Background: an optimization exercise with open tools, aiming at small area, a short achievable clock period and few clock cycles per item. Do not read the settings as production practice. Function was checked by simulation only, so behaviour that the tests miss may differ from the original.

<file path="config.mk">
export PLATFORM = sky130hd
export DESIGN_NAME = siso_maxlog
export DESIGN_NICKNAME = siso_maxlog
export VERILOG_FILES = /design/flow/design.v
export SDC_FILE = /design/flow/constraint.sdc
export NUM_CORES = 4
export LEC_CHECK = 0
export CAP_MARGIN = 20
export CORE_MARGIN = 2
export CORE_UTILIZATION = 40
export SLEW_MARGIN = 20
</file>
<file path="run.sh">
#!/bin/bash
# synth_recipe.tcl (not shown) runs the flow's synth.tcl, then flattens the netlist and writes it again
# the make line also repeats each setting of config.mk as NAME=value (left out here)
make -C /OpenROAD-flow-scripts/flow DESIGN_CONFIG=/design/flow/config.mk WORK_HOME=/design/flow/orfs CLKGATE_MAP_FILE= SYNTH_SCRIPT=/design/flow/synth_recipe.tcl finish
</file>
<file path="constraint.sdc">
create_clock -name core_clock -period 28.0 [get_ports {clk_p_i}]
set_input_delay 5.6000 -clock core_clock [delete_from_list [all_inputs] [get_ports {clk_p_i}]]
set_output_delay 5.6000 -clock core_clock [all_outputs]
set_load 0.01 [all_outputs]
</file>
<file path="design.v">
module siso_maxlog #(
  parameter int W      = 8,
  parameter int AW     = 12,
  parameter int N      = 64,
  parameter int ADDR_W = $clog2(N)
) (
  input  logic                 clk_p_i,
  input  logic                 reset_n_i,
  input  logic                 in_valid_i,
  output logic                 in_ready_o,
  input  logic signed [W-1:0]  sys_i,
  input  logic signed [W-1:0]  par_i,
  input  logic signed [W-1:0]  apr_i,
  output logic                 out_valid_o,
  input  logic                 out_ready_i,
  output logic signed [W-1:0]  ext_o,
  output logic [ADDR_W-1:0]    out_idx_o,
  output logic                 out_last_o,
  output logic                 busy_o
);
  localparam int MW = 13;                       
  typedef logic signed [MW-1:0] m_t;           
  typedef logic signed [11:0]   d_t;           
  function automatic logic ge(input m_t a, input m_t b);
    m_t d;
    d  = a - b;
    ge = ~d[MW-1];
  endfunction
  function automatic m_t s8(input logic [7:0] v);   s8  = {{5{v[7]}}, v};  endfunction
  function automatic m_t s9(input logic [8:0] v);   s9  = {{4{v[8]}}, v};  endfunction
  function automatic m_t s10(input logic [9:0] v);  s10 = {{3{v[9]}}, v};  endfunction
  function automatic m_t s12(input logic [11:0] v); s12 = {v[11], v};      endfunction
  function automatic m_t mx(input m_t a, input m_t b);
    if (ge(a, b)) mx = a;
    else          mx = b;
  endfunction
  function automatic logic [4*MW-1:0] fwd(input logic [4*MW-1:0] a, input m_t l, input m_t p, input m_t lp);
    m_t a0, a1, a2, a3;
    a0 = a[0*MW +: MW]; a1 = a[1*MW +: MW]; a2 = a[2*MW +: MW]; a3 = a[3*MW +: MW];
    fwd[0*MW +: MW] = mx(a0,      a1 + lp);
    fwd[1*MW +: MW] = mx(a2 + l,  a3 + p);
    fwd[2*MW +: MW] = mx(a0 + lp, a1);
    fwd[3*MW +: MW] = mx(a2 + p,  a3 + l);
  endfunction
  function automatic logic [35:0] nrm(input logic [4*MW-1:0] a);
    m_t t1, t2, t3;
    t1 = a[1*MW +: MW] - a[0*MW +: MW];
    t2 = a[2*MW +: MW] - a[0*MW +: MW];
    t3 = a[3*MW +: MW] - a[0*MW +: MW];
    nrm = {t3[11:0], t2[11:0], t1[11:0]};
  endfunction
  function automatic logic [4*MW-1:0] unnrm(input logic [35:0] d);
    unnrm = {{d[35], d[35:24]}, {d[23], d[23:12]}, {d[11], d[11:0]}, {MW{1'b0}}};
  endfunction
  localparam logic [35:0] INIT_N = {12'hc00, 12'hc00, 12'hc00};    
  logic        in_rdy;
  logic        ir_v, sk_v;
  logic [23:0] ir_d, sk_d;
  logic        f_take;             
  logic [23:0] f_d;
  logic        f_av;
  assign in_ready_o = in_rdy;
  assign f_av = sk_v | ir_v;
  assign f_d  = sk_v ? sk_d : ir_d;
  logic ir_v_n, sk_v_n;
  always_comb begin
    sk_v_n = sk_v;
    if (sk_v) begin
      if (f_take) sk_v_n = ir_v;
    end else begin
      if (ir_v && !f_take) sk_v_n = 1'b1;
    end
    if (in_rdy) ir_v_n = in_valid_i;
    else        ir_v_n = ir_v && !(f_take && sk_v);    
  end
  always_ff @(posedge clk_p_i or negedge reset_n_i) begin
    if (!reset_n_i) begin
      in_rdy <= 1'b1;
      ir_v   <= 1'b0;
      sk_v   <= 1'b0;
    end else begin
      ir_v   <= ir_v_n;
      sk_v   <= sk_v_n;
      in_rdy <= !(ir_v_n && sk_v_n);
    end
  end
  always_ff @(posedge clk_p_i) begin
    if (in_rdy) ir_d <= {sys_i, par_i, apr_i};
    if ((sk_v && f_take) || (!sk_v && !f_take)) sk_d <= ir_d;
  end
  logic [16:0] ram [64];           
  logic [5:0]  ram_wa, ram_ra, ram_rb;
  logic [16:0] ram_qa, ram_qb;
  logic       pf, pb;              
  logic [5:0] fm;                  
  logic [5:0] kb;                  
  logic       b_act, pend;
  logic       b_issue, f_last, b_done;
  logic [2:0] used;                
  logic       pop;
  assign b_issue = b_act && (used != 3'd4);
  assign b_done  = b_issue && (kb == 6'd63);
  assign f_take  = f_av && !pend && (!b_act || (fm < kb) || ((fm == kb) && b_issue));
  assign f_last  = f_take && (fm == 6'd63);
  always_ff @(posedge clk_p_i or negedge reset_n_i) begin
    if (!reset_n_i) begin
      pf    <= 1'b0;
      pb    <= 1'b0;
      fm    <= '0;
      kb    <= '0;
      b_act <= 1'b0;
      pend  <= 1'b0;
    end else begin
      if (f_take) begin
        fm <= fm + 6'd1;
        if (fm == 6'd63) pf <= !pf;
      end
      if (b_act) begin
        if (b_issue) kb <= kb + 6'd1;
        if (b_done) begin
          pb <= !pb;
          if (pend || f_last) begin
            pend <= 1'b0;
          end else begin
            b_act <= 1'b0;
          end
        end else if (f_last) begin
          pend <= 1'b1;
        end
      end else if (pend || f_last) begin
        b_act <= 1'b1;
        kb    <= '0;
        pend  <= 1'b0;
      end
    end
  end
  logic [8:0]  f_lsa;
  logic [9:0]  f_lp;
  assign f_lsa = {f_d[7], f_d[7:0]} + {f_d[23], f_d[23:16]};         
  assign f_lp  = {f_lsa[8], f_lsa} + {{2{f_d[15]}}, f_d[15:8]};       
  assign ram_wa = pf ? ~fm : fm;
  always_ff @(posedge clk_p_i) begin
    if (f_take) ram[ram_wa] <= {f_d[15:8], f_lsa};
  end
  logic        f1_v, f1_p;
  logic [5:0]  f1_m;
  logic [8:0]  f1_lsa;
  logic [7:0]  f1_par;
  logic [9:0]  f1_lp;
  logic [4*MW-1:0] alpha1;
  logic [35:0] alpha1_n;
  always_ff @(posedge clk_p_i or negedge reset_n_i) begin
    if (!reset_n_i) f1_v <= 1'b0;
    else            f1_v <= f_take;
  end
  always_ff @(posedge clk_p_i) begin
    if (f_take) begin
      f1_m   <= fm;
      f1_p   <= pf;
      f1_lsa <= f_lsa;
      f1_par <= f_d[15:8];
      f1_lp  <= f_lp;
    end
  end
  always_ff @(posedge clk_p_i) begin
    if (f1_v && f1_m != 6'd63)
      alpha1 <= fwd((f1_m == 6'd0) ? unnrm(INIT_N) : alpha1,
                    s9(f1_lsa), s8(f1_par), s10(f1_lp));
  end
  assign alpha1_n = nrm(alpha1);
  logic [35:0] ck [6];
  logic [2:0]  ck_wa;
  logic        ck_we;
  assign ck_we = f1_v && (f1_m[2:0] == 3'd0) && (f1_m[5:3] != 3'd0) && (f1_m[5:3] != 3'd7);
  assign ck_wa = f1_p ? (3'd6 - f1_m[5:3]) : (f1_m[5:3] - 3'd1);
  always_ff @(posedge clk_p_i) begin
    if (ck_we) ck[ck_wa] <= alpha1_n;
  end
  logic [35:0] ab [8];
  logic        ab_we;
  logic [2:0]  ab_wa;
  logic [35:0] ab_wd;
  logic [5:0] b_e;                 
  logic [2:0] b_c, b_j;            
  logic [2:0] ab_ra;
  assign b_e   = ~kb;
  assign b_c   = kb[2:0];
  assign b_j   = ~kb[5:3];
  assign ab_ra = kb[3] ? ~kb[2:0] : kb[2:0];
  assign ram_rb = pb ? kb : ~kb;
  assign ram_qb = ram[ram_rb];
  logic        b1_v, b1_first;
  logic [5:0]  b1_e;
  logic [8:0]  b1_lsa;
  logic [7:0]  b1_par;
  logic [9:0]  b1_lp;
  logic [35:0] b1_al;
  always_ff @(posedge clk_p_i or negedge reset_n_i) begin
    if (!reset_n_i) b1_v <= 1'b0;
    else            b1_v <= b_issue;
  end
  always_ff @(posedge clk_p_i) begin
    b1_e     <= b_e;
    b1_first <= (kb == 6'd0);
    b1_lsa   <= ram_qb[8:0];
    b1_par   <= ram_qb[16:9];
    b1_lp    <= {ram_qb[8], ram_qb[8:0]} + {{2{ram_qb[16]}}, ram_qb[16:9]};
    b1_al    <= (kb == 6'd0) ? alpha1_n : ab[ab_ra];
  end
  logic [4*MW-1:0] alpha2;
  logic [8:0]  ra_lsa;
  logic [7:0]  ra_par;
  logic [9:0]  ra_lp;
  logic [5:0]  ra_el;
  logic        ra_p;
  logic [35:0] ld_val;
  logic [2:0]  ld_ck;              
  logic        ld_p;
  always_comb begin
    ra_el = {b_j - 3'd1, 3'd0} + {3'd0, b_c} + 6'd1;
    ra_p  = pb;
    ld_ck = b_j - 3'd2;
    ld_p  = pb;
    if (!b_act || (b_c == 3'd7)) begin
      if (!b_act || b_j == 3'd0) begin
        ra_el = 6'd48;
        ra_p  = b_act ? !pb : pb;
        ld_ck = 3'd6;
        ld_p  = b_act ? !pb : pb;
      end else begin
        ra_el = {b_j - 3'd2, 3'd0};
      end
    end
  end
  assign ram_ra = ra_p ? ~ra_el : ra_el;
  assign ram_qa = ram[ram_ra];
  logic [2:0] ld_slot;
  assign ld_slot = ld_p ? (3'd6 - ld_ck) : (ld_ck - 3'd1);
  assign ld_val  = (ld_ck == 3'd0) ? INIT_N : ck[(ld_slot > 3'd5) ? 3'd0 : ld_slot];
  logic a2_upd;
  assign a2_upd = !b_act || b_issue;
  always_ff @(posedge clk_p_i) begin
    if (a2_upd) begin
      ra_lsa <= ram_qa[8:0];
      ra_par <= ram_qa[16:9];
      ra_lp  <= {ram_qa[8], ram_qa[8:0]} + {{2{ram_qa[16]}}, ram_qa[16:9]};
      if (!b_act || b_c == 3'd7) alpha2 <= unnrm(ld_val);
      else alpha2 <= fwd(alpha2, s9(ra_lsa), s8(ra_par), s10(ra_lp));
    end
  end
  logic f1_abw;
  assign f1_abw = f1_v && (f1_m[5:3] == 3'd7) && (f1_m[2:0] != 3'd7);
  always_comb begin
    if (f1_abw) begin
      ab_we = 1'b1;
      ab_wa = ~f1_m[2:0];
      ab_wd = alpha1_n;
    end else begin
      ab_we = b_issue && (b_j != 3'd0);
      ab_wa = b_j[0] ? b_c : ~b_c;           
      ab_wd = nrm(alpha2);
    end
  end
  always_ff @(posedge clk_p_i) begin
    if (ab_we) ab[ab_wa] <= ab_wd;
  end
  logic [4*MW-1:0] beta;
  m_t bi0, bi1, bi2, bi3, gl, gp, glp;
  m_t bg00, bg01, bg10, bg11, bg20, bg21, bg30, bg31;
  m_t a1, a2, a3;
  m_t c00, c01, c10, c11, c20, c21, c30, c31;
  logic        b2_v;
  logic [5:0]  b2_e;
  logic [8:0]  b2_lsa;
  m_t p1a, p1b, p0a, p0b;
  always_comb begin
    bi0 = b1_first ? '0 : beta[0*MW +: MW];
    bi1 = b1_first ? '0 : beta[1*MW +: MW];
    bi2 = b1_first ? '0 : beta[2*MW +: MW];
    bi3 = b1_first ? '0 : beta[3*MW +: MW];
    gl  = s9(b1_lsa);
    gp  = s8(b1_par);
    glp = s10(b1_lp);
    bg00 = bi0;        bg01 = bi2 + glp;
    bg10 = bi2;        bg11 = bi0 + glp;
    bg20 = bi3 + gp;   bg21 = bi1 + gl;
    bg30 = bi1 + gp;   bg31 = bi3 + gl;
    a1 = s12(b1_al[11:0]);
    a2 = s12(b1_al[23:12]);
    a3 = s12(b1_al[35:24]);
    c00 = bg00;        c01 = bg01;
    c10 = a1 + bg10;   c11 = a1 + bg11;
    c20 = a2 + bg20;   c21 = a2 + bg21;
    c30 = a3 + bg30;   c31 = a3 + bg31;
  end
  always_ff @(posedge clk_p_i) begin
    if (b1_v) beta <= {mx(bg30, bg31), mx(bg20, bg21), mx(bg10, bg11), mx(bg00, bg01)};
  end
  always_ff @(posedge clk_p_i or negedge reset_n_i) begin
    if (!reset_n_i) b2_v <= 1'b0;
    else            b2_v <= b1_v;
  end
  always_ff @(posedge clk_p_i) begin
    b2_e   <= b1_e;
    b2_lsa <= b1_lsa;
    p1a    <= mx(c01, c11);
    p1b    <= mx(c21, c31);
    p0a    <= mx(c00, c10);
    p0b    <= mx(c20, c30);
  end
  m_t   m1, m0, x;
  logic [7:0] r_ext;
  always_comb begin
    m1 = mx(p1a, p1b);
    m0 = mx(p0a, p0b);
    x  = m1 - m0 - s9(b2_lsa);
    if (!x[MW-1] && (x[MW-2:7] != '0))     r_ext = 8'h7f;
    else if (x[MW-1] && (x[MW-2:7] != '1)) r_ext = 8'h80;
    else                                   r_ext = x[7:0];
  end
  logic        ov;
  logic [14:0] oh;                 
  logic [14:0] q [3];
  logic [1:0]  q_rp, q_wp, q_n;
  logic [14:0] r_ent;
  logic        head_free;
  assign r_ent = {b2_e == 6'd0, b2_e, r_ext};
  assign pop   = ov && out_ready_i;
  assign head_free = !ov || out_ready_i;
  always_ff @(posedge clk_p_i or negedge reset_n_i) begin
    if (!reset_n_i) begin
      ov   <= 1'b0;
      q_rp <= '0;
      q_wp <= '0;
      q_n  <= '0;
      used <= '0;
    end else begin
      used <= used + {2'b0, b_issue} - {2'b0, pop};
      if (head_free) begin
        if (q_n != 2'd0) begin
          ov   <= 1'b1;
          q_rp <= (q_rp == 2'd2) ? 2'd0 : q_rp + 2'd1;
          if (b2_v) q_wp <= (q_wp == 2'd2) ? 2'd0 : q_wp + 2'd1;
          else      q_n  <= q_n - 2'd1;
        end else begin
          ov <= b2_v;
        end
      end else if (b2_v) begin
        q_wp <= (q_wp == 2'd2) ? 2'd0 : q_wp + 2'd1;
        q_n  <= q_n + 2'd1;
      end
    end
  end
  always_ff @(posedge clk_p_i) begin
    if (head_free) oh <= (q_n != 2'd0) ? q[q_rp] : r_ent;
    if (b2_v && !(head_free && q_n == 2'd0)) q[q_wp] <= r_ent;
  end
  assign out_valid_o = ov;
  assign ext_o       = oh[7:0];
  assign out_idx_o   = oh[13:8];
  assign out_last_o  = oh[14];
  logic [5:0] in_cnt;
  logic [7:0] owed;
  logic       bsy;
  logic       acc;
  logic [5:0] in_cnt_n;
  logic [7:0] owed_n;
  assign acc = in_valid_i && in_rdy;
  always_comb begin
    in_cnt_n = in_cnt + {5'd0, acc};
    owed_n   = owed + ((acc && in_cnt == 6'd63) ? 8'd64 : 8'd0) - {7'd0, pop};
  end
  always_ff @(posedge clk_p_i or negedge reset_n_i) begin
    if (!reset_n_i) begin
      in_cnt <= '0;
      owed   <= '0;
      bsy    <= 1'b0;
    end else begin
      in_cnt <= in_cnt_n;
      owed   <= owed_n;
      bsy    <= (in_cnt_n != 6'd0) || (owed_n != 8'd0);
    end
  end
  assign busy_o = bsy;
endmodule
</file>
==> results.yml, run 1 <==
min_path:
  hold_class: "register to register"
  min_to: "b2_e[3]"
  hold_path_startpoint: "b1_e[3]"
  hold_depth: 0
cells_and_area:
  layout_common_cells: "edfxtp_1, mux4_2, ha_1"
  layout_commonest_cell: "edfxtp_1"
  syn2layout_area_growth_pct: 12.1
  drive_gt1_share_pct: 19.2
  design_area_mm2: 0.124
  final_nets: 8254
global_route:
  grt_busiest_layer: "met2"
  grt_max_degree: 155
  grt_pass1_wl_um: 454000
  antenna_found_initial: 13
  grt_pass1_vias: 66711
  grt.total_usage_pct: 21.9
  overflow: 0
  grt_use_met2_pct: 34.7
  met1_usage_pct: 30.2
  met3_usage_pct: 3.81
cts:
  cts-root-buf: "clkbuf_16"
  clock_sinks: 2101
  cts_max_path_buffers: 4
  cts_max_level: 4
  cts_tree: "done"
  cts_setup_buffers: 0
  clk_pin_slew_worst_paths_ns: 0.06
  cts_resized: 0
  hold_buffers: 0
  insertion_delay_ns: 0.92
  cts_buffers: 229
drt:
  post-route-drc-count: 0
  wirelength_um: 311000
  num_vias: 67057
  drtIter0Drc: 6980
  vias_per_cell: 5.86
  drt_pass1_iterations: 6
  wl_per_cell_um: 27.2
  postRouteAntennaNets: 0
timing:
  skew_ns: 0.126
  relSlewSlack_pct: 20.1
  setup_slack_ns: 19.53
  max_freq_ghz: 0.118
  slew_viol_final: 0
  tightestPinTransition_ns: 1.20
  hold_violations: 0
  finalSetupTns_ns: 0
  finalSetupViolCount: 0
  holdWs_ns: 0.327
  fin_crit_ns: 8.47
  rsz0062_at_grt: "no"
  min_period_over_period_pct: 30.2
die:
  pin_count: 46
  rows: 193
  die_w_um: 531
  dieArea_mm2: 0.282
  initial_core_util_pct: 40.2
  core_area_mm2: 0.276
  fp.dieH_um: 531
logic_synthesis:
  syn_avg_cell_area_um2: 14.9
  synthFlopType: "edfxtp_1"
  synth_nets: 8132
  async_flop_share_pct: 2.24
  synth_edf_count: 1917
  ys_types: 88
  synth-seq-area-share_pct: 55.4
  yosysWarningCount: 1
  synth-seq-cells: 2101
  syn_inst: 7421
  synth.cell_area_mm2: 0.111
worst_setup_path:
  worstSetupPathType: "primary input to register"
  crit_fanout: 2
  rr_endpoint: "ra_lp[8]"
  r2r_slack_ns: 19.71
  worst_ep_required_time_ns: 28.74
  arrival_ns: 9.21
  r2r.worst_path.cells: 20
  worstReg2RegStart: "kb[0]"
  crit_path_end_kind: "register"
  startpoint_type: "primary input"
job:
  drv_cap: 0
outcome:
  status: "finished clean"
placement:
  gp_routability_congestion: 0.897
  hpwl_um: 204000
  port_buffers: 45
  post-place-ws_ns: 18.67
  placed_area_mm2: 0.117
worst max path at each step:
| stage | from | endpoint | slack [ns] | cells past startpoint |
|---|---|---|---|---|
| 2_1_floorplan | out_ready_i | bsy | 20.08 | 11 |
| 3_3_place_gp | out_ready_i | bsy | 18.65 | 12 |
| 3_5_place_dp | out_ready_i | bsy | 18.67 | 12 |
| 4_1_cts | out_ready_i | bsy | 19.60 | 12 |
| 5_1_grt | kb[0] | ra_lp[8] | 19.41 | 20 |
| 6_report | out_ready_i | bsy | 19.53 | 12 |
logic make-up after synthesis:
logic type | share of synthesized area [%]
fa+ha+maj | 8.04
mux | 18.5
compound gates | 6.59
xor+xnor | 3.43
buf+inv | 2.36
simple gates | 5.61
flops | 55.4
state kept, by name, summed over array words and instances (netlist names), 9 cells and up:
signal / cells
f1_lsa: 9
f1_lp: 10
p0a: 13
beta: 52
alpha1: 52
p1a: 13
b1_lp: 10
ab: 288
ram: 1088
b1_lsa: 9
ra_lsa: 9
q: 45
sk_d: 24
b2_lsa: 9
ra_lp: 10
p0b: 13
alpha2: 52
ck: 216
p1b: 13
ir_d: 24
oh: 15
b1_al: 36
routing by layer:
metal	part of all wire [%]	wire, um	vias up
met3	7.7	23800	537
met5	0.011	35	-
met2	46	145000	2839
li1	-	-	29398
met4	4.0	12400	6
met1	42	131000	34277
synth_stat cells, types with 48 or more instances:
cell      number  share of area [%]
a21o_1        99               0.67
o21bai_1      57               0.39
nand3_1      107               0.48
o21a_1        58               0.39
edfxtp_1    1917                 52
inv_1        386                1.3
o21ai_1       94               0.42
nor2b_1      114               0.64
and2_1        57               0.32
mux4_2       786                 16
mux2_1        54               0.55
ha_1         635                7.2
fa_1          48               0.87
a31oi_1       83               0.47
nand2_1      382                1.3
a21oi_1      307                1.4
nor3_1        95               0.43
xnor2_1      270                2.1
dfxtp_1      137                2.5
mux2i_1      162                1.5
nor2_1       376                1.3
clkbuf_1     195               0.66
nand2b_1      84               0.47
o21ai_0      165               0.74
xor2_1       152                1.2
metrics by stage:
| step | instances | utilization (%) |
|---|---|---|
| global placement | 11016 | 42.3 |
| global route | 11434 | 45.0 |
| detailed placement | 11017 | 42.3 |
| finish | 11440 | 45.0 |
| floorplan | 7421 | - |
| CTS | 11433 | 45.0 |
area by class of cell:
type / instances / area, um2
fillers: 24118 / 152000
clock inverters: 144 / 1380
well taps: 3705 / 4640
repair buffers: 179 / 1590
multi-input cells: 4645 / 47800
diodes: 7 / 17.5
inverters: 387 / 1450
flip-flops and latches: 2101 / 61500
clock buffers: 272 / 6050
worst max-delay path, cell delays in order:
cell and delay [ns]:
clkdlybuf4s50_1 0.48, and2_1 0.72, ha_1 0.29, inv_1 0.05, ha_1 0.20, fa_1 0.40
a21o_1 0.20, a21oi_1 0.22, o21bai_1 0.09, a21oi_1 0.18, xnor2_1 0.10, or4b_2 0.64
Testbench counts, summed over its fixed seeds: cycles 8,736, items 8,192.
==> inputs of run 2 (changes only) <==
--- a/design.v
+++ b/design.v
@@ -59,6 +59,8 @@
   logic        f_take;             
   logic [23:0] f_d;
   logic        f_av;
+  logic in_rdy_q;                  
+  assign in_rdy_q   = !(ir_v && sk_v);
   assign in_ready_o = in_rdy;
   assign f_av = sk_v | ir_v;
   assign f_d  = sk_v ? sk_d : ir_d;
@@ -70,7 +72,7 @@
     end else begin
       if (ir_v && !f_take) sk_v_n = 1'b1;
     end
-    if (in_rdy) ir_v_n = in_valid_i;
+    if (in_rdy_q) ir_v_n = in_valid_i;
     else        ir_v_n = ir_v && !(f_take && sk_v);    
   end
   always_ff @(posedge clk_p_i or negedge reset_n_i) begin
@@ -85,12 +87,28 @@
     end
   end
   always_ff @(posedge clk_p_i) begin
-    if (in_rdy) ir_d <= {sys_i, par_i, apr_i};
+    if (in_rdy_q) ir_d <= {sys_i, par_i, apr_i};
     if ((sk_v && f_take) || (!sk_v && !f_take)) sk_d <= ir_d;
   end
-  logic [16:0] ram [64];           
+  logic [16:0] ram0 [24];          
+  logic [16:0] ram1 [24];          
+  logic [16:0] ram2 [16];          
   logic [5:0]  ram_wa, ram_ra, ram_rb;
   logic [16:0] ram_qa, ram_qb;
+  function automatic logic [1:0] bnk(input logic [2:0] ss);
+    case (ss)
+      3'd0, 3'd3, 3'd6: bnk = 2'd0;
+      3'd1, 3'd4, 3'd7: bnk = 2'd1;
+      default:          bnk = 2'd2;
+    endcase
+  endfunction
+  function automatic logic [1:0] bhi(input logic [2:0] ss);
+    case (ss)
+      3'd0, 3'd1, 3'd2: bhi = 2'd0;
+      3'd3, 3'd4, 3'd5: bhi = 2'd1;
+      default:          bhi = 2'd2;
+    endcase
+  endfunction
   logic       pf, pb;              
   logic [5:0] fm;                  
   logic [5:0] kb;                  
@@ -102,6 +120,28 @@
   assign b_done  = b_issue && (kb == 6'd63);
   assign f_take  = f_av && !pend && (!b_act || (fm < kb) || ((fm == kb) && b_issue));
   assign f_last  = f_take && (fm == 6'd63);
+  logic [5:0] kb_n;
+  logic       pb_n, b_act_n, pend_n;
+  always_comb begin
+    kb_n    = kb;
+    pb_n    = pb;
+    b_act_n = b_act;
+    pend_n  = pend;
+    if (b_act) begin
+      if (b_issue) kb_n = kb + 6'd1;
+      if (b_done) begin
+        pb_n = !pb;
+        if (pend || f_last) pend_n  = 1'b0;
+        else                b_act_n = 1'b0;
+      end else if (f_last) begin
+        pend_n = 1'b1;
+      end
+    end else if (pend || f_last) begin
+      b_act_n = 1'b1;
+      kb_n    = '0;
+      pend_n  = 1'b0;
+    end
+  end
   always_ff @(posedge clk_p_i or negedge reset_n_i) begin
     if (!reset_n_i) begin
       pf    <= 1'b0;
@@ -115,23 +155,10 @@
         fm <= fm + 6'd1;
         if (fm == 6'd63) pf <= !pf;
       end
-      if (b_act) begin
-        if (b_issue) kb <= kb + 6'd1;
-        if (b_done) begin
-          pb <= !pb;
-          if (pend || f_last) begin
-            pend <= 1'b0;
-          end else begin
-            b_act <= 1'b0;
-          end
-        end else if (f_last) begin
-          pend <= 1'b1;
-        end
-      end else if (pend || f_last) begin
-        b_act <= 1'b1;
-        kb    <= '0;
-        pend  <= 1'b0;
-      end
+      kb    <= kb_n;
+      pb    <= pb_n;
+      b_act <= b_act_n;
+      pend  <= pend_n;
     end
   end
   logic [8:0]  f_lsa;
@@ -139,9 +166,42 @@
   assign f_lsa = {f_d[7], f_d[7:0]} + {f_d[23], f_d[23:16]};         
   assign f_lp  = {f_lsa[8], f_lsa} + {{2{f_d[15]}}, f_d[15:8]};       
   assign ram_wa = pf ? ~fm : fm;
-  always_ff @(posedge clk_p_i) begin
-    if (f_take) ram[ram_wa] <= {f_d[15:8], f_lsa};
+  logic [1:0] wbk, rbk_a, rbk_b;
+  logic [4:0] wli, rli_a, rli_b, rl0, rl1, rl2;
+  assign wbk   = bnk(ram_wa[5:3]);
+  assign wli   = {bhi(ram_wa[5:3]), ram_wa[2:0]};
+  always_ff @(posedge clk_p_i) begin
+    if (f_take && wbk == 2'd0) ram0[wli] <= {f_d[15:8], f_lsa};
+    if (f_take && wbk == 2'd1) ram1[wli] <= {f_d[15:8], f_lsa};
+    if (f_take && wbk == 2'd2) ram2[wli[3:0]] <= {f_d[15:8], f_lsa};
+  end
+  logic [16:0] rq0, rq1, rq2;
+  logic [1:0]  rbk_a_r, rbk_b_r;
+  logic [4:0]  rl0_r, rl1_r, rl2_r;
+  assign rbk_a = bnk(ram_ra[5:3]);
+  assign rbk_b = bnk(ram_rb[5:3]);
+  assign rli_a = {bhi(ram_ra[5:3]), ram_ra[2:0]};
+  assign rli_b = {bhi(ram_rb[5:3]), ram_rb[2:0]};
+  assign rl0 = (rbk_b == 2'd0) ? rli_b : rli_a;
+  assign rl1 = (rbk_b == 2'd1) ? rli_b : rli_a;
+  assign rl2 = (rbk_b == 2'd2) ? rli_b : rli_a;
+  always_ff @(posedge clk_p_i) begin
+    rbk_a_r <= rbk_a;
+    rbk_b_r <= rbk_b;
+    rl0_r   <= rl0;
+    rl1_r   <= rl1;
+    rl2_r   <= rl2;
+  end
+  always_comb begin
+    rq0 = '0; rq1 = '0; rq2 = '0;
+    for (int i = 0; i < 24; i++) begin
+      rq0 = rq0 | (ram0[i] & {17{rl0_r == 5'(i)}});
+      rq1 = rq1 | (ram1[i] & {17{rl1_r == 5'(i)}});
+    end
+    for (int i = 0; i < 16; i++) rq2 = rq2 | (ram2[i] & {17{rl2_r[3:0] == 4'(i)}});
   end
+  assign ram_qa = (rbk_a_r == 2'd0) ? rq0 : (rbk_a_r == 2'd1) ? rq1 : rq2;
+  assign ram_qb = (rbk_b_r == 2'd0) ? rq0 : (rbk_b_r == 2'd1) ? rq1 : rq2;
   logic        f1_v, f1_p;
   logic [5:0]  f1_m;
   logic [8:0]  f1_lsa;
@@ -154,13 +214,11 @@
     else            f1_v <= f_take;
   end
   always_ff @(posedge clk_p_i) begin
-    if (f_take) begin
-      f1_m   <= fm;
-      f1_p   <= pf;
-      f1_lsa <= f_lsa;
-      f1_par <= f_d[15:8];
-      f1_lp  <= f_lp;
-    end
+    f1_m   <= fm;
+    f1_p   <= pf;
+    f1_lsa <= f_lsa;
+    f1_par <= f_d[15:8];
+    f1_lp  <= f_lp;
   end
   always_ff @(posedge clk_p_i) begin
     if (f1_v && f1_m != 6'd63)
@@ -186,9 +244,18 @@
   assign b_e   = ~kb;
   assign b_c   = kb[2:0];
   assign b_j   = ~kb[5:3];
-  assign ab_ra = kb[3] ? ~kb[2:0] : kb[2:0];
-  assign ram_rb = pb ? kb : ~kb;
-  assign ram_qb = ram[ram_rb];
+  logic [2:0] ab_ra_r;
+  logic       kb0_r;
+  always_ff @(posedge clk_p_i) begin
+    ab_ra_r <= kb_n[3] ? ~kb_n[2:0] : kb_n[2:0];
+    kb0_r   <= (kb_n == 6'd0);
+  end
+  assign ram_rb = pb_n ? kb_n : ~kb_n;
+  logic [35:0] ab_q;
+  always_comb begin
+    ab_q = '0;
+    for (int i = 0; i < 8; i++) ab_q = ab_q | (ab[i] & {36{ab_ra_r == 3'(i)}});
+  end
   logic        b1_v, b1_first;
   logic [5:0]  b1_e;
   logic [8:0]  b1_lsa;
@@ -201,11 +268,11 @@
   end
   always_ff @(posedge clk_p_i) begin
     b1_e     <= b_e;
-    b1_first <= (kb == 6'd0);
+    b1_first <= kb0_r;
     b1_lsa   <= ram_qb[8:0];
     b1_par   <= ram_qb[16:9];
     b1_lp    <= {ram_qb[8], ram_qb[8:0]} + {{2{ram_qb[16]}}, ram_qb[16:9]};
-    b1_al    <= (kb == 6'd0) ? alpha1_n : ab[ab_ra];
+    b1_al    <= kb0_r ? alpha1_n : ab_q;
   end
   logic [4*MW-1:0] alpha2;
   logic [8:0]  ra_lsa;
@@ -216,27 +283,38 @@
   logic [35:0] ld_val;
   logic [2:0]  ld_ck;              
   logic        ld_p;
+  logic [2:0] nb_c, nb_j;
+  assign nb_c = kb_n[2:0];
+  assign nb_j = ~kb_n[5:3];
   always_comb begin
-    ra_el = {b_j - 3'd1, 3'd0} + {3'd0, b_c} + 6'd1;
-    ra_p  = pb;
-    ld_ck = b_j - 3'd2;
-    ld_p  = pb;
-    if (!b_act || (b_c == 3'd7)) begin
-      if (!b_act || b_j == 3'd0) begin
+    ra_el = {nb_j - 3'd1, 3'd0} + {3'd0, nb_c} + 6'd1;
+    ra_p  = pb_n;
+    ld_ck = nb_j - 3'd2;
+    ld_p  = pb_n;
+    if (!b_act_n || (nb_c == 3'd7)) begin
+      if (!b_act_n || nb_j == 3'd0) begin
         ra_el = 6'd48;
-        ra_p  = b_act ? !pb : pb;
+        ra_p  = b_act_n ? !pb_n : pb_n;
         ld_ck = 3'd6;
-        ld_p  = b_act ? !pb : pb;
+        ld_p  = b_act_n ? !pb_n : pb_n;
       end else begin
-        ra_el = {b_j - 3'd2, 3'd0};
+        ra_el = {nb_j - 3'd2, 3'd0};
       end
     end
   end
   assign ram_ra = ra_p ? ~ra_el : ra_el;
-  assign ram_qa = ram[ram_ra];
-  logic [2:0] ld_slot;
-  assign ld_slot = ld_p ? (3'd6 - ld_ck) : (ld_ck - 3'd1);
-  assign ld_val  = (ld_ck == 3'd0) ? INIT_N : ck[(ld_slot > 3'd5) ? 3'd0 : ld_slot];
+  logic [2:0] ld_slot_r;
+  logic       ld_init_r;
+  always_ff @(posedge clk_p_i) begin
+    ld_slot_r <= ld_p ? (3'd6 - ld_ck) : (ld_ck - 3'd1);
+    ld_init_r <= (ld_ck == 3'd0);
+  end
+  logic [35:0] ck_q;
+  always_comb begin
+    ck_q = '0;
+    for (int i = 0; i < 6; i++) ck_q = ck_q | (ck[i] & {36{ld_slot_r == 3'(i)}});
+  end
+  assign ld_val  = ld_init_r ? INIT_N : ck_q;
   logic a2_upd;
   assign a2_upd = !b_act || b_issue;
   always_ff @(posedge clk_p_i) begin
@@ -335,7 +413,8 @@
       q_n  <= '0;
       used <= '0;
     end else begin
-      used <= used + {2'b0, b_issue} - {2'b0, pop};
+      if (b_issue && !pop)      used <= used + 3'd1;
+      else if (!b_issue && pop) used <= used - 3'd1;
       if (head_free) begin
         if (q_n != 2'd0) begin
           ov   <= 1'b1;
@@ -353,7 +432,7 @@
   end
   always_ff @(posedge clk_p_i) begin
     if (head_free) oh <= (q_n != 2'd0) ? q[q_rp] : r_ent;
-    if (b2_v && !(head_free && q_n == 2'd0)) q[q_wp] <= r_ent;
+    if (b2_v) q[q_wp] <= r_ent;           
   end
   assign out_valid_o = ov;
   assign ext_o       = oh[7:0];
@@ -365,10 +444,12 @@
   logic       acc;
   logic [5:0] in_cnt_n;
   logic [7:0] owed_n;
-  assign acc = in_valid_i && in_rdy;
+  assign acc = in_valid_i && in_rdy_q;
   always_comb begin
     in_cnt_n = in_cnt + {5'd0, acc};
-    owed_n   = owed + ((acc && in_cnt == 6'd63) ? 8'd64 : 8'd0) - {7'd0, pop};
+    owed_n   = owed;
+    if (acc && in_cnt == 6'd63) owed_n = pop ? owed + 8'd63 : owed + 8'd64;
+    else if (pop)               owed_n = owed - 8'd1;
   end
   always_ff @(posedge clk_p_i or negedge reset_n_i) begin
     if (!reset_n_i) begin
@@ -378,7 +459,8 @@
     end else begin
       in_cnt <= in_cnt_n;
       owed   <= owed_n;
-      bsy    <= (in_cnt_n != 6'd0) || (owed_n != 8'd0);
+      bsy    <= (acc ? (in_cnt != 6'd63) : (in_cnt != 6'd0)) ||
+                (acc && in_cnt == 6'd63) || (pop ? (owed != 8'd1) : (owed != 8'd0));
     end
   end
   assign busy_o = bsy;
==> run 2 against run 1 <==
Still clean on timing, DRC and antenna. Fmax is 11% higher. Synthesized cell count grew 3.0%. Worst hold slack improved by 0.10 ns. Critical path depth down 11. Clock skew fell by 0.061 ns.
==> results.yml, run 2 <==
outcome:
  status: "finished clean"
cells_and_area:
  syn2layout_area_growth_pct: 13.1
  drive_gt1_share_pct: 11.5
  layout_commonest_cell: "edfxtp_1"
  n_fill_cell: 22216
  final_nets: 8589
  layout_common_cells: "edfxtp_1, ha_1, nor2_1"
logic_synthesis:
  synth_nets: 8349
  synth_top_area_share_pct: 55.8
  yosysWarningCount: 1
  synth.area.top_cells: "edfxtp_1, ha_1, dfxtp_1"
  ys_types: 96
  synth_top_area_cell: "edfxtp_1"
  synth_most_common_cell: "edfxtp_1"
  synth.cell_area_mm2: 0.101
  yosys-top-cells-count: "edfxtp_1, ha_1, nor2_1"
  async_flop_share_pct: 2.21
  synthFlopType: "edfxtp_1"
  syn_inst: 7642
  synth_edf_count: 1883
  synth-seq-area-share_pct: 60.9
  syn_avg_cell_area_um2: 13.2
  synth-seq-cells: 2127
cts:
  cts_tree: "done"
  cts_setup_buffers: 0
  cts_max_path_buffers: 3
  clock_sinks: 2127
  cts-root-buf: "clkbuf_16"
  cts_buffers: 214
  cts_max_level: 4
  cts_resized: 0
  insertion_delay_ns: 0.88
  hold_buffers: 0
  clk_pin_slew_worst_paths_ns: 0.07
global_route:
  overflow: 0
  grt.total_usage_pct: 23.2
  grt_pass1_vias: 64741
  grt_max_degree: 69
  antenna_found_initial: 13
  grt_pass1_wl_um: 441000
timing:
  fin_crit_ns: 7.65
  rsz0062_at_grt: "no"
  slew_viol_final: 0
  tightestPinTransition_ns: 1.19
  min_period_over_period_pct: 27.3
  finalSetupTns_ns: 0
  skew_ns: 0.0653
  finalSetupViolCount: 0
  hold_violations: 0
  relSlewSlack_pct: 20.6
  max_freq_ghz: 0.131
die:
  dieArea_mm2: 0.257
  pin_count: 46
  initial_core_util_pct: 40.2
  core_area_mm2: 0.252
  die_w_um: 507
  rows: 184
  fp.dieH_um: 507
placement:
  hpwl_um: 203000
  gp_routability_congestion: 0.898
  port_buffers: 45
job:
  drv_cap: 0
worst_setup_path:
  arrival_ns: 2.05
  worstSetupPathType: "register to output port"
  startpoint_type: "register"
  path_buf_inv: 1
  worst_ep_required_time_ns: 22.40
  slowest_delay_ns: 0.61
  crit_path_end_kind: "output port"
  crit_fanout: 5
  crit_family: "buffers and inverters"
  crit_chain: "clkdlybuf4s50_1"
  slowest_stage: "clkdlybuf4s50_1"
drt:
  post-route-drc-count: 0
  postRouteAntennaNets: 0
  wirelength_um: 305000
  wl_per_cell_um: 26.7
  drt_pass1_iterations: 6
  drtIter0Drc: 6986
  vias_per_cell: 5.77
  num_vias: 65902
min_path:
  hold_class: "register to register"
==> run 2: changes by cell type after synthesis, moves of 100 or more <==
| cell | before | now |
|---|---|---|
| a22oi_1 | 9 | 464 |
| a221oi_1 | 3 | 115 |
| nand2_1 | 382 | 279 |
| mux2_2 | 45 | 183 |
| a22o_1 | 2 | 102 |
| nor2_1 | 376 | 541 |
| mux4_2 | 786 | 16 |
==> run 2: worst register-to-register path, cell delays in order, from the launching register on <==
cell and delay [ns]:
dfxtp_2 0.31, buf_4 0.54, nor2b_1 0.32, ha_1 0.35
a21o_1 0.18, a21oi_1 0.27, o21bai_1 0.11, a21oi_1 0.24
xnor2_1 0.22, ha_1 0.35, a21o_1 0.19, a31o_2 0.21
a21oi_1 0.36, nor2b_1 0.09, o21a_1 0.21, o41a_1 0.33
xnor2_1 0.22, ha_1 0.29, nand2_1 0.08, a21oi_1 0.05
a221oi_1 0.25, o21ai_0 0.20, xnor2_1 0.23, xnor2_1 0.14
buf_4 0.25, mux2_2 0.41
==> run 2: cells by family (layout without fill, tap and decap cells) <==
group | count (synthesis) | in the layout | share of synthesized area (%)
other | 0 | 5 | 0
AND/OR/NAND/NOR | 1542 | 1542 | 7.30
adder cells (fa/ha/maj) | 680 | 680 | 8.75
buffers and inverters | 619 | 1046 | 2.32
XOR/XNOR | 440 | 440 | 3.88
flip-flops | 2127 | 2127 | 60.9
multiplexers | 392 | 392 | 4.31
AO/OA/AOI/OAI | 1842 | 1842 | 12.5
==> run 2: worst paths after layout <==
check                               start          end  slack, ns  cells past startpoint
worst max-delay path                   ov  out_valid_o      20.35                      1
worst min-delay path            b1_lsa[0]    b2_lsa[0]       0.43                      0
worst max register to register   b1_first       p0b[4]      21.55                     25
worst min register to register  b1_lsa[0]    b2_lsa[0]       0.43                      0
max in group asynchronous       reset_n_i         b1_v      22.44                      2
min in group asynchronous       reset_n_i      q_rp[1]       4.85                      2
==> run 2: per-layer routing <==
metal	track usage [%]	part of all wire, %
met3	3.98	8.0
met5	0	0.013
met4	8.13	3.7
met1	31.7	42
met2	37.3	46
==> run 2: cell type report <==
type	instances	area (um2)	share of cell area, %
well taps	3348	4190	3.66
multi-input cells	4896	37900	33.0
clock inverters	134	1580	1.38
repair buffers	259	2050	1.79
clock buffers	269	5750	5.02
diodes	5	12.5	0.0109
inverters	384	1440	1.26
flip-flops and latches	2127	61700	53.8
==> run 2: through the flow <==
| step | utilization [%] | cells | hold WS [ns] | setup slack, ns | instance area, um2 |
|---|---|---|---|---|---|
| after floorplan | - | 7642 | 0.310 | 21.13 | 101000 |
| after global placement | 42.6 | 11011 | 0.434 | 20.18 | 107000 |
| after detailed placement | 42.6 | 11012 | 0.441 | 20.22 | 107000 |
| after CTS | 45.5 | 11415 | 0.401 | 20.29 | 114000 |
| after global routing | 45.5 | 11419 | 0.410 | 20.27 | 115000 |
| final | 45.5 | 11422 | 0.427 | 20.35 | 115000 |
Testbench counts of run 2, summed over its fixed seeds: cycles 8,736, items 8,192.
==> inputs of run 3 (changes only) <==
--- a/design.v
+++ b/design.v
@@ -34,23 +34,40 @@
     if (ge(a, b)) mx = a;
     else          mx = b;
   endfunction
-  function automatic logic [4*MW-1:0] fwd(input logic [4*MW-1:0] a, input m_t l, input m_t p, input m_t lp);
-    m_t a0, a1, a2, a3;
-    a0 = a[0*MW +: MW]; a1 = a[1*MW +: MW]; a2 = a[2*MW +: MW]; a3 = a[3*MW +: MW];
-    fwd[0*MW +: MW] = mx(a0,      a1 + lp);
-    fwd[1*MW +: MW] = mx(a2 + l,  a3 + p);
-    fwd[2*MW +: MW] = mx(a0 + lp, a1);
-    fwd[3*MW +: MW] = mx(a2 + p,  a3 + l);
+  localparam int FW = 12;
+  typedef logic signed [FW-1:0] f_t;
+  function automatic f_t fmx(input f_t a, input f_t b);
+    f_t d;
+    d = a - b;
+    if (!d[FW-1]) fmx = a;
+    else          fmx = b;
   endfunction
-  function automatic logic [35:0] nrm(input logic [4*MW-1:0] a);
-    m_t t1, t2, t3;
-    t1 = a[1*MW +: MW] - a[0*MW +: MW];
-    t2 = a[2*MW +: MW] - a[0*MW +: MW];
-    t3 = a[3*MW +: MW] - a[0*MW +: MW];
-    nrm = {t3[11:0], t2[11:0], t1[11:0]};
+  function automatic logic [4*FW-1:0] fwd(input logic [4*FW-1:0] a, input logic [8:0] l9, input logic [7:0] p8, input logic [9:0] lp10);
+    f_t a0, a1, a2, a3, l, p, lp;
+    a0 = a[0*FW +: FW]; a1 = a[1*FW +: FW]; a2 = a[2*FW +: FW]; a3 = a[3*FW +: FW];
+    l  = {{3{l9[8]}}, l9};
+    p  = {{4{p8[7]}}, p8};
+    lp = {{2{lp10[9]}}, lp10};
+    fwd[0*FW +: FW] = fmx(a0,      a1 + lp);
+    fwd[1*FW +: FW] = fmx(a2 + l,  a3 + p);
+    fwd[2*FW +: FW] = fmx(a0 + lp, a1);
+    fwd[3*FW +: FW] = fmx(a2 + p,  a3 + l);
   endfunction
-  function automatic logic [4*MW-1:0] unnrm(input logic [35:0] d);
-    unnrm = {{d[35], d[35:24]}, {d[23], d[23:12]}, {d[11], d[11:0]}, {MW{1'b0}}};
+  function automatic logic [35:0] nrm(input logic [4*FW-1:0] a);
+    f_t t1, t2, t3;
+    t1 = a[1*FW +: FW] - a[0*FW +: FW];
+    t2 = a[2*FW +: FW] - a[0*FW +: FW];
+    t3 = a[3*FW +: FW] - a[0*FW +: FW];
+    nrm = {t3, t2, t1};
+  endfunction
+  function automatic logic [4*FW-1:0] unnrm(input logic [35:0] d);
+    unnrm = {d, {FW{1'b0}}};
+  endfunction
+  function automatic logic [32:0] pk(input logic [35:0] d);
+    pk = {d[34:24], d[22:12], d[10:0]};
+  endfunction
+  function automatic logic [35:0] upk(input logic [32:0] v);
+    upk = {v[32], v[32:22], v[21], v[21:11], v[10], v[10:0]};
   endfunction
   localparam logic [35:0] INIT_N = {12'hc00, 12'hc00, 12'hc00};    
   logic        in_rdy;
@@ -60,7 +77,8 @@
   logic [23:0] f_d;
   logic        f_av;
   logic in_rdy_q;                  
-  assign in_rdy_q   = !(ir_v && sk_v);
+  logic started;                   
+  assign in_rdy_q   = started && !(ir_v && sk_v);
   assign in_ready_o = in_rdy;
   assign f_av = sk_v | ir_v;
   assign f_d  = sk_v ? sk_d : ir_d;
@@ -77,13 +95,15 @@
   end
   always_ff @(posedge clk_p_i or negedge reset_n_i) begin
     if (!reset_n_i) begin
-      in_rdy <= 1'b1;
+      in_rdy <= 1'b0;
+      started <= 1'b0;
       ir_v   <= 1'b0;
       sk_v   <= 1'b0;
     end else begin
       ir_v   <= ir_v_n;
       sk_v   <= sk_v_n;
       in_rdy <= !(ir_v_n && sk_v_n);
+      started <= 1'b1;
     end
   end
   always_ff @(posedge clk_p_i) begin
@@ -207,7 +227,7 @@
   logic [8:0]  f1_lsa;
   logic [7:0]  f1_par;
   logic [9:0]  f1_lp;
-  logic [4*MW-1:0] alpha1;
+  logic [4*FW-1:0] alpha1;
   logic [35:0] alpha1_n;
   always_ff @(posedge clk_p_i or negedge reset_n_i) begin
     if (!reset_n_i) f1_v <= 1'b0;
@@ -223,21 +243,23 @@
   always_ff @(posedge clk_p_i) begin
     if (f1_v && f1_m != 6'd63)
       alpha1 <= fwd((f1_m == 6'd0) ? unnrm(INIT_N) : alpha1,
-                    s9(f1_lsa), s8(f1_par), s10(f1_lp));
+                    f1_lsa, f1_par, f1_lp);
   end
   assign alpha1_n = nrm(alpha1);
-  logic [35:0] ck [6];
+  logic [32:0] ck [6];
   logic [2:0]  ck_wa;
   logic        ck_we;
   assign ck_we = f1_v && (f1_m[2:0] == 3'd0) && (f1_m[5:3] != 3'd0) && (f1_m[5:3] != 3'd7);
   assign ck_wa = f1_p ? (3'd6 - f1_m[5:3]) : (f1_m[5:3] - 3'd1);
   always_ff @(posedge clk_p_i) begin
-    if (ck_we) ck[ck_wa] <= alpha1_n;
+    if (ck_we) ck[ck_wa] <= pk(alpha1_n);
   end
-  logic [35:0] ab [8];
+  logic [32:0] ab [8];
   logic        ab_we;
   logic [2:0]  ab_wa;
-  logic [35:0] ab_wd;
+  logic [32:0] ab_wd;
+  logic [35:0] a2_n;
+  assign a2_n = nrm(alpha2);
   logic [5:0] b_e;                 
   logic [2:0] b_c, b_j;            
   logic [2:0] ab_ra;
@@ -251,10 +273,18 @@
     kb0_r   <= (kb_n == 6'd0);
   end
   assign ram_rb = pb_n ? kb_n : ~kb_n;
-  logic [35:0] ab_q;
+  logic [32:0] ab_q;
+  logic [35:0] ab_u;
+  logic        e1_r;                 
+  always_ff @(posedge clk_p_i) e1_r <= (kb_n == 6'd62);
   always_comb begin
     ab_q = '0;
-    for (int i = 0; i < 8; i++) ab_q = ab_q | (ab[i] & {36{ab_ra_r == 3'(i)}});
+    for (int i = 0; i < 8; i++) ab_q = ab_q | (ab[i] & {33{ab_ra_r == 3'(i)}});
+    ab_u = upk(ab_q);
+    if (e1_r) begin
+      ab_u[35:34] = {ab_q[32], ab_q[32]} - 2'd1;
+      ab_u[11:10] = {ab_q[10], ab_q[10]} - 2'd1;
+    end
   end
   logic        b1_v, b1_first;
   logic [5:0]  b1_e;
@@ -272,9 +302,9 @@
     b1_lsa   <= ram_qb[8:0];
     b1_par   <= ram_qb[16:9];
     b1_lp    <= {ram_qb[8], ram_qb[8:0]} + {{2{ram_qb[16]}}, ram_qb[16:9]};
-    b1_al    <= kb0_r ? alpha1_n : ab_q;
+    b1_al    <= kb0_r ? alpha1_n : ab_u;
   end
-  logic [4*MW-1:0] alpha2;
+  logic [4*FW-1:0] alpha2;
   logic [8:0]  ra_lsa;
   logic [7:0]  ra_par;
   logic [9:0]  ra_lp;
@@ -309,12 +339,12 @@
     ld_slot_r <= ld_p ? (3'd6 - ld_ck) : (ld_ck - 3'd1);
     ld_init_r <= (ld_ck == 3'd0);
   end
-  logic [35:0] ck_q;
+  logic [32:0] ck_q;
   always_comb begin
     ck_q = '0;
-    for (int i = 0; i < 6; i++) ck_q = ck_q | (ck[i] & {36{ld_slot_r == 3'(i)}});
+    for (int i = 0; i < 6; i++) ck_q = ck_q | (ck[i] & {33{ld_slot_r == 3'(i)}});
   end
-  assign ld_val  = ld_init_r ? INIT_N : ck_q;
+  assign ld_val  = ld_init_r ? INIT_N : upk(ck_q);
   logic a2_upd;
   assign a2_upd = !b_act || b_issue;
   always_ff @(posedge clk_p_i) begin
@@ -323,7 +353,7 @@
       ra_par <= ram_qa[16:9];
       ra_lp  <= {ram_qa[8], ram_qa[8:0]} + {{2{ram_qa[16]}}, ram_qa[16:9]};
       if (!b_act || b_c == 3'd7) alpha2 <= unnrm(ld_val);
-      else alpha2 <= fwd(alpha2, s9(ra_lsa), s8(ra_par), s10(ra_lp));
+      else alpha2 <= fwd(alpha2, ra_lsa, ra_par, ra_lp);
     end
   end
   logic f1_abw;
@@ -332,11 +362,15 @@
     if (f1_abw) begin
       ab_we = 1'b1;
       ab_wa = ~f1_m[2:0];
-      ab_wd = alpha1_n;
+      ab_wd = pk(alpha1_n);
     end else begin
       ab_we = b_issue && (b_j != 3'd0);
       ab_wa = b_j[0] ? b_c : ~b_c;           
-      ab_wd = nrm(alpha2);
+      ab_wd = pk(a2_n);
+      if (b_j == 3'd1 && b_c == 3'd1) begin    
+        ab_wd[32] = !a2_n[34];
+        ab_wd[10] = !a2_n[10];
+      end
     end
   end
   always_ff @(posedge clk_p_i) begin
@@ -396,23 +430,26 @@
     else if (x[MW-1] && (x[MW-2:7] != '1)) r_ext = 8'h80;
     else                                   r_ext = x[7:0];
   end
-  logic        ov;
+  logic        ov;                 
+  logic        ov_i;               
   logic [14:0] oh;                 
   logic [14:0] q [3];
   logic [1:0]  q_rp, q_wp, q_n;
   logic [14:0] r_ent;
   logic        head_free;
   assign r_ent = {b2_e == 6'd0, b2_e, r_ext};
-  assign pop   = ov && out_ready_i;
-  assign head_free = !ov || out_ready_i;
+  assign pop   = ov_i && out_ready_i;
+  assign head_free = !ov_i || out_ready_i;
   always_ff @(posedge clk_p_i or negedge reset_n_i) begin
     if (!reset_n_i) begin
       ov   <= 1'b0;
+      ov_i <= 1'b0;
       q_rp <= '0;
       q_wp <= '0;
       q_n  <= '0;
       used <= '0;
     end else begin
+      ov_i <= !head_free || (q_n != 2'd0) || b2_v;
       if (b_issue && !pop)      used <= used + 3'd1;
       else if (!b_issue && pop) used <= used - 3'd1;
       if (head_free) begin
==> flow/run.sh (new file) <==
#!/bin/bash
# Layout: the standard flow (standard synthesis, floorplan, placement, CTS, routing),
# unchanged except that the port buffers are sky130_fd_sc_hd__buf_4 instead of the cell
# buffer_ports picks by default. Every port still gets its own buffer.
# The full output of the flow goes to flow_standard.log; ORFS keeps each step's log under orfs/logs.
set -euo pipefail
bash standard.sh "BUFFER_PORTS_ARGS=-buffer_cell sky130_fd_sc_hd__buf_4" finish > flow_standard.log 2>&1
==> standard.sh (new file) <==
#!/bin/bash
# synth_recipe.tcl (not shown) runs the flow's synth.tcl, then flattens the netlist and writes it again
# the make line also repeats each setting of config.mk as NAME=value (left out here)
make -C /OpenROAD-flow-scripts/flow DESIGN_CONFIG=/design/flow/config.mk WORK_HOME=/design/flow/orfs CLKGATE_MAP_FILE= SYNTH_SCRIPT=/design/flow/synth_recipe.tcl "${@:-finish}"
removed: run.sh
==> run 3 against run 2 <==
Largest cell class unchanged. Utilization is essentially flat.
==> results.yml, run 3 <==
outcome:
  status: "finished clean"
global_route:
  grt.total_usage_pct: 22.9
  grt_max_degree: 68
  grt_pass1_wl_um: 421000
  overflow: 0
  antenna_found_initial: 9
  grt_pass1_vias: 60934
drt:
  vias_per_cell: 5.76
  wl_per_cell_um: 26.7
  num_vias: 62929
  wirelength_um: 292000
  drt_pass1_iterations: 6
  postRouteAntennaNets: 0
  drtIter0Drc: 6918
  post-route-drc-count: 0
timing:
  min_period_over_period_pct: 25.2
  finalSetupViolCount: 0
  fin_crit_ns: 7.05
  slew_viol_final: 0
  skew_ns: 0.0840
  relSlewSlack_pct: 21.1
  tightestPinTransition_ns: 1.17
  rsz0062_at_grt: "no"
  max_freq_ghz: 0.142
  finalSetupTns_ns: 0
  hold_violations: 0
logic_synthesis:
  synth_top_family_by_area: "compound AO/OA/AOI/OAI gates"
  ys_types: 98
  synth_top_area_cell: "edfxtp_1"
  synth-seq-area-share_pct: 61.4
  synth_fa_ha_area_share_pct: 8.79
  synth_edf_count: 1833
  synth.area.top_cells: "edfxtp_1, ha_1, dfxtp_1"
  synth.cell_area_mm2: 0.0981
  yosysWarningCount: 1
  synthMuxAreaShare_pct: 4.23
  synthFlopType: "edfxtp_1"
  synth-seq-cells: 2080
  async_flop_share_pct: 2.36
  synth_most_common_cell: "edfxtp_1"
  syn_inst: 7295
  synth-simple-area-share_pct: 6.53
  synth_compound_area_share_pct: 12.7
  synth_xor_area_share_pct: 3.91
  yosys-top-cells-count: "edfxtp_1, ha_1, nor2_1"
  synth_top_area_share_pct: 56.1
  synth_nets: 7983
  syn_avg_cell_area_um2: 13.4
cts:
  cts-root-buf: "clkbuf_16"
  cts_max_level: 4
  clock_sinks: 2080
  insertion_delay_ns: 0.88
  cts_setup_buffers: 0
  hold_buffers: 0
  cts_max_path_buffers: 3
  cts_buffers: 209
  cts_tree: "done"
  clk_pin_slew_worst_paths_ns: 0.06
  cts_resized: 0
cells_and_area:
  final-seq-area_mm2: 0.0602
  n_fill_cell: 21296
  layout_common_cells: "edfxtp_1, ha_1, a22oi_1"
  final_nets: 8230
  multi_input_area_mm2: 0.0359
  layout_commonest_cell: "edfxtp_1"
  final_util_pct: 45.5
  design_area_mm2: 0.111
  drive_gt1_share_pct: 12.3
  syn2layout_area_growth_pct: 12.9
die:
  pin_count: 46
  fp.dieH_um: 499
  dieArea_mm2: 0.249
  die_w_um: 499
  initial_core_util_pct: 40.3
  core_area_mm2: 0.243
  rows: 181
worst_setup_path:
  slowest_delay_ns: 0.41
  worstSetupPathType: "register to output port"
  slowest_stage: "edfxtp_1"
  startpoint_type: "register"
  crit_chain: "buf_4"
  crit_fanout: 1
  path_buf_inv: 1
  crit_family: "flip-flops"
  worst_ep_required_time_ns: 22.40
  crit_path_end_kind: "output port"
  arrival_ns: 1.45
min_path:
  hold_class: "register to register"
placement:
  placed_area_mm2: 0.104
  hpwl_um: 193000
  gp_routability_congestion: 0.881
  port_buffers: 45
job:
  drv_cap: 0
run 3: cell types whose count changed after synthesis, sizes merged, moves of 20 or more:
cell	delta
a21o	+35
a31oi	-33
edfxtp	-50
inv	+22
mux2i	-27
nor2	-42
nor3	-41
o21ai	-70
o21bai	+28
or3	-20
xor2	-28
run 3: metal layers:
layer  track usage [%]  wire (um)  vias to the layer above
met5                 0          0                        -
met4              6.97       9420                        0
met3              3.44      23200                      442
met2              36.3     133000                     2658
met1              32.5     127000                    31417
li1                  -          -                    28412
run 3: kinds of logic (layout without fill, tap and decap cells):
kind of cell,after synthesis,after routing
flip-flops,2080,2080
AND/OR/NAND/NOR,1355,1355
adder cells (fa/ha/maj),661,661
multiplexers,363,363
buffers and inverters,632,1056
other,1,5
AO/OA/AOI/OAI,1775,1775
XOR/XNOR,428,428
run 3: metrics by stage:
stage | worst slack (ns) | instances | hold WS (ns)
after floorplan | 21.13 | 7295 | 0.310
after global placement | 20.71 | 10533 | 0.310
after detailed placement | 20.69 | 10533 | 0.313
after CTS | 20.89 | 10921 | 0.324
after global routing | 20.86 | 10923 | 0.328
final | 20.95 | 10925 | 0.325
run 3: final cells by class:
| class | count | share of cell area, % |
|---|---|---|
| Clock buffer | 279 | 5.32 |
| Tap cell | 3202 | 3.62 |
| Sequential cell | 2080 | 54.4 |
| Inverter | 405 | 1.37 |
| Multi-Input combinational cell | 4583 | 32.4 |
| Antenna cell | 4 | 0.00904 |
| Clock inverter | 109 | 1.04 |
| Timing Repair Buffer | 263 | 1.78 |
run 3: final timing paths:
kind	cells past startpoint	from	end	slack, ns
max in group asynchronous	1	reset_n_i	kb[3]	22.67
max reg2reg	22	p0b[2]	oh[4]	21.34
min in group asynchronous	1	reset_n_i	q_rp[0]	4.79
min reg2reg	0	b1_e[5]	b2_e[5]	0.32
max	1	oh[11]	out_idx_o[3]	20.95
min	0	b1_e[5]	b2_e[5]	0.32
Testbench counts of run 3, summed over its fixed seeds: cycles 8,736, items 8,192.
==> inputs of run 4 (changes only) <==
--- a/design.v
+++ b/design.v
@@ -287,7 +287,6 @@
     end
   end
   logic        b1_v, b1_first;
-  logic [5:0]  b1_e;
   logic [8:0]  b1_lsa;
   logic [7:0]  b1_par;
   logic [9:0]  b1_lp;
@@ -297,7 +296,6 @@
     else            b1_v <= b_issue;
   end
   always_ff @(posedge clk_p_i) begin
-    b1_e     <= b_e;
     b1_first <= kb0_r;
     b1_lsa   <= ram_qb[8:0];
     b1_par   <= ram_qb[16:9];
@@ -382,7 +380,6 @@
   m_t a1, a2, a3;
   m_t c00, c01, c10, c11, c20, c21, c30, c31;
   logic        b2_v;
-  logic [5:0]  b2_e;
   logic [8:0]  b2_lsa;
   m_t p1a, p1b, p0a, p0b;
   always_comb begin
@@ -413,7 +410,6 @@
     else            b2_v <= b1_v;
   end
   always_ff @(posedge clk_p_i) begin
-    b2_e   <= b1_e;
     b2_lsa <= b1_lsa;
     p1a    <= mx(c01, c11);
     p1b    <= mx(c21, c31);
@@ -432,12 +428,14 @@
   end
   logic        ov;                 
   logic        ov_i;               
-  logic [14:0] oh;                 
-  logic [14:0] q [3];
+  logic [7:0]  oh;                 
+  logic [5:0]  oidx;               
+  logic        olast;
+  logic [7:0]  q [3];
   logic [1:0]  q_rp, q_wp, q_n;
-  logic [14:0] r_ent;
+  logic [7:0]  r_ent;
   logic        head_free;
-  assign r_ent = {b2_e == 6'd0, b2_e, r_ext};
+  assign r_ent = r_ext;
   assign pop   = ov_i && out_ready_i;
   assign head_free = !ov_i || out_ready_i;
   always_ff @(posedge clk_p_i or negedge reset_n_i) begin
@@ -472,9 +470,18 @@
     if (b2_v) q[q_wp] <= r_ent;           
   end
   assign out_valid_o = ov;
-  assign ext_o       = oh[7:0];
-  assign out_idx_o   = oh[13:8];
-  assign out_last_o  = oh[14];
+  assign ext_o       = oh;
+  assign out_idx_o   = oidx;
+  assign out_last_o  = olast;
+  always_ff @(posedge clk_p_i or negedge reset_n_i) begin
+    if (!reset_n_i) begin
+      oidx  <= 6'd63;
+      olast <= 1'b0;
+    end else if (pop) begin
+      oidx  <= oidx - 6'd1;
+      olast <= (oidx == 6'd1);
+    end
+  end
   logic [5:0] in_cnt;
   logic [7:0] owed;
   logic       bsy;
--- a/config.mk
+++ b/config.mk
@@ -8,4 +8,6 @@
 export CAP_MARGIN = 20
 export CORE_MARGIN = 2
 export CORE_UTILIZATION = 40
+export CTS_CLUSTER_DIAMETER = 80
+export CTS_CLUSTER_SIZE = 30
 export SLEW_MARGIN = 20
==> run 4 against run 3 <==
Cell count fell by 2.4%. Global-route usage fell by 0.11 points. Synthesized cell count fell by 0.75%. Non-clock buffer count rose by 2. Routed wire length fell by 1.3%. First-iteration DRC count fell by 12%. Clock skew rose by 0.022 ns. Via count fell by 2.3%. Area after synthesis fell by 0.81%.
==> results.yml, run 4 <==
outcome:
  status: "finished clean"
logic_synthesis:
  synth_nets: 7930
  synth_most_common_cell: "edfxtp_1"
  synth_edf_count: 1805
  synthFlopType: "edfxtp_1"
  syn_avg_cell_area_um2: 13.4
  yosys-top-cells-count: "edfxtp_1, ha_1, nor2_1"
  synth.area.top_cells: "edfxtp_1, ha_1, dfxtp_1"
  synth.cell_area_mm2: 0.0973
  synth_top_area_share_pct: 55.7
  synth-seq-area-share_pct: 61.0
  async_flop_share_pct: 2.74
  synth_top_area_cell: "edfxtp_1"
  synth-seq-cells: 2047
  syn_inst: 7240
  ys_types: 102
  yosysWarningCount: 1
drt:
  wirelength_um: 288000
  post-route-drc-count: 0
  vias_per_cell: 5.76
  wl_per_cell_um: 27.0
  drtIter0Drc: 6115
  drt_pass1_iterations: 6
  num_vias: 61474
  postRouteAntennaNets: 0
cells_and_area:
  multi_input_area_mm2: 0.0360
  layout_common_cells: "edfxtp_1, ha_1, a22oi_1"
  syn2layout_area_growth_pct: 9.53
  n_fill_cell: 21682
  final_util_pct: 43.9
  final-seq-area_mm2: 0.0593
  layout_commonest_cell: "edfxtp_1"
  drive_gt1_share_pct: 10.6
  final_nets: 8073
worst_setup_path:
  path_buf_inv: 1
  startpoint_type: "register"
  crit_chain: "buf_4"
  slowest_delay_ns: 0.60
  arrival_ns: 1.67
  crit_path_end_kind: "output port"
  worstSetupPathType: "register to output port"
  crit_fanout: 1
  worst_ep_required_time_ns: 22.40
  crit_family: "flip-flops"
  slowest_stage: "dfrtp_1"
global_route:
  antenna_found_initial: 7
  overflow: 0
  grt_pass1_vias: 60564
  grt_max_degree: 68
  grt.total_usage_pct: 22.8
  grt_pass1_wl_um: 418000
timing:
  fin_crit_ns: 7.27
  finalSetupTns_ns: 0
  rsz0062_at_grt: "no"
  slew_viol_final: 0
  finalSetupViolCount: 0
  skew_ns: 0.106
  relSlewSlack_pct: 15.9
  min_period_over_period_pct: 26.0
  tightestPinTransition_ns: 1.25
  max_freq_ghz: 0.137
  hold_violations: 0
cts:
  clk_pin_slew_worst_paths_ns: 0.10
  insertion_delay_ns: 0.87
  cts_max_level: 3
  cts-root-buf: "clkbuf_16"
  cts_buffers: 103
  cts_max_path_buffers: 3
  hold_buffers: 0
  cts_resized: 0
  cts_tree: "done"
  clock_sinks: 2047
  cts_setup_buffers: 0
placement:
  port_buffers: 45
  gp_routability_congestion: 0.907
  hpwl_um: 194000
die:
  pin_count: 46
  core_area_mm2: 0.243
  fp.dieH_um: 497
  rows: 181
  initial_core_util_pct: 40.1
  dieArea_mm2: 0.247
  die_w_um: 497
job:
  drv_cap: 0
min_path:
  hold_class: "register to register"
## run 4: changes by cell type after synthesis, sizes merged, moves of 8 or more
| cell | change |
|---|---|
| nand3 | +19 |
| edfxtp | -28 |
| a21oi | -15 |
| a22o | +8 |
| dfxtp | -12 |
| a31oi | -10 |
| nor2 | -16 |
| mux2 | -9 |
| a22oi | -21 |
| a221oi | -12 |
| xnor2 | +16 |
| or3 | +12 |
| nand2 | -10 |
| o211ai | +14 |
## run 4: routing by layer
layer	share of wire [%]	wire (um)	track usage [%]	vias to the layer above
li1	-	-	-	27860
met1	42	120000	30.8	30863
met2	47	136000	37.7	2330
met3	7.0	20100	2.93	419
met4	4.0	11500	8.17	2
met5	0.0038	11	0	-
## run 4: area by class of cell
type | count | area share [%]
clock buffer | 118 | 2.50
antenna | 4 | 0.00939
inverter | 399 | 1.41
multi-input combinational | 4567 | 33.8
sequential | 2047 | 55.7
tap | 3202 | 3.76
timing repair buffer | 265 | 1.87
clock inverter | 63 | 0.957
## run 4: cells by family after synthesis
logic type               Yosys count  share of synthesized area [%]
AND/OR/NAND/NOR                 1366                           6.73
AO/OA/AOI/OAI                   1728                           12.5
adder cells (fa/ha/maj)          663                           8.89
buffers and inverters            626                           2.47
multiplexers                     367                           4.40
flip-flops                      2047                           61.0
XOR/XNOR                         442                           4.04
other                              1                        0.00385
## run 4: worst paths after layout
kind                                 from         end  slack, ns  cells past startpoint
worst max-delay path               in_rdy  in_ready_o      20.73                      1
min in group asynchronous       reset_n_i   in_cnt[1]       4.90                      1
worst max register to register     p0b[2]       oh[5]      21.38                     25
worst min-delay path            b1_lsa[0]   b2_lsa[0]       0.42                      0
max in group asynchronous       reset_n_i       kb[1]      22.41                      1
worst min register to register  b1_lsa[0]   b2_lsa[0]       0.42                      0
## run 4: metrics by stage
stage | instance area, um2 | instances | hold slack (ns) | setup slack, ns
finish | 107000 | 10665 | 0.423 | 20.73
global route | 107000 | 10663 | 0.432 | 20.73
CTS | 107000 | 10660 | 0.432 | 20.71
detailed placement | 103000 | 10479 | 0.421 | 20.36
global placement | 103000 | 10478 | 0.417 | 20.31
floorplan | 97300 | 7240 | 0.329 | 20.63
Testbench counts of run 4, summed over its fixed seeds: cycles 8,736, items 8,192.

-- static timing again, ports no longer ideal --
The flow's constraints put no driver on any port. The routed layouts listed below were extracted and timed again, unchanged, in two steps. Step 1 sets driving cells, clkbuf_16 on the clock port and buf_2 on the other inputs (assumed; they add their load-dependent delay and slew). Step 2, shift: input delay + t, output delay - t, t = (earliest + latest rising clock arrival at the registers) / 2. This alone moves slack from input paths to output paths. Three values: no drivers, after step 1, after step 2; two values: the first two.
run | shift t [ns] | setup WS [ns] | clock arrival spread, ns
run 1 | 0.953 | 19.531 / 19.588 / 18.635 | 0.126 / 0.126
run 2 | 0.941 | 20.353 / 20.258 / 20.208 | 0.066 / 0.065
run 3 | 0.931 | 20.954 / 20.859 / 20.663 | 0.084 / 0.084
run 4 | 0.919 | 20.727 / 20.632 / 20.393 | 0.112 / 0.111
After both steps every run listed still meets setup and hold. The setup slack of run 1, which loses most, moves by +0.057 ns with the drivers and by -0.896 ns with both steps.
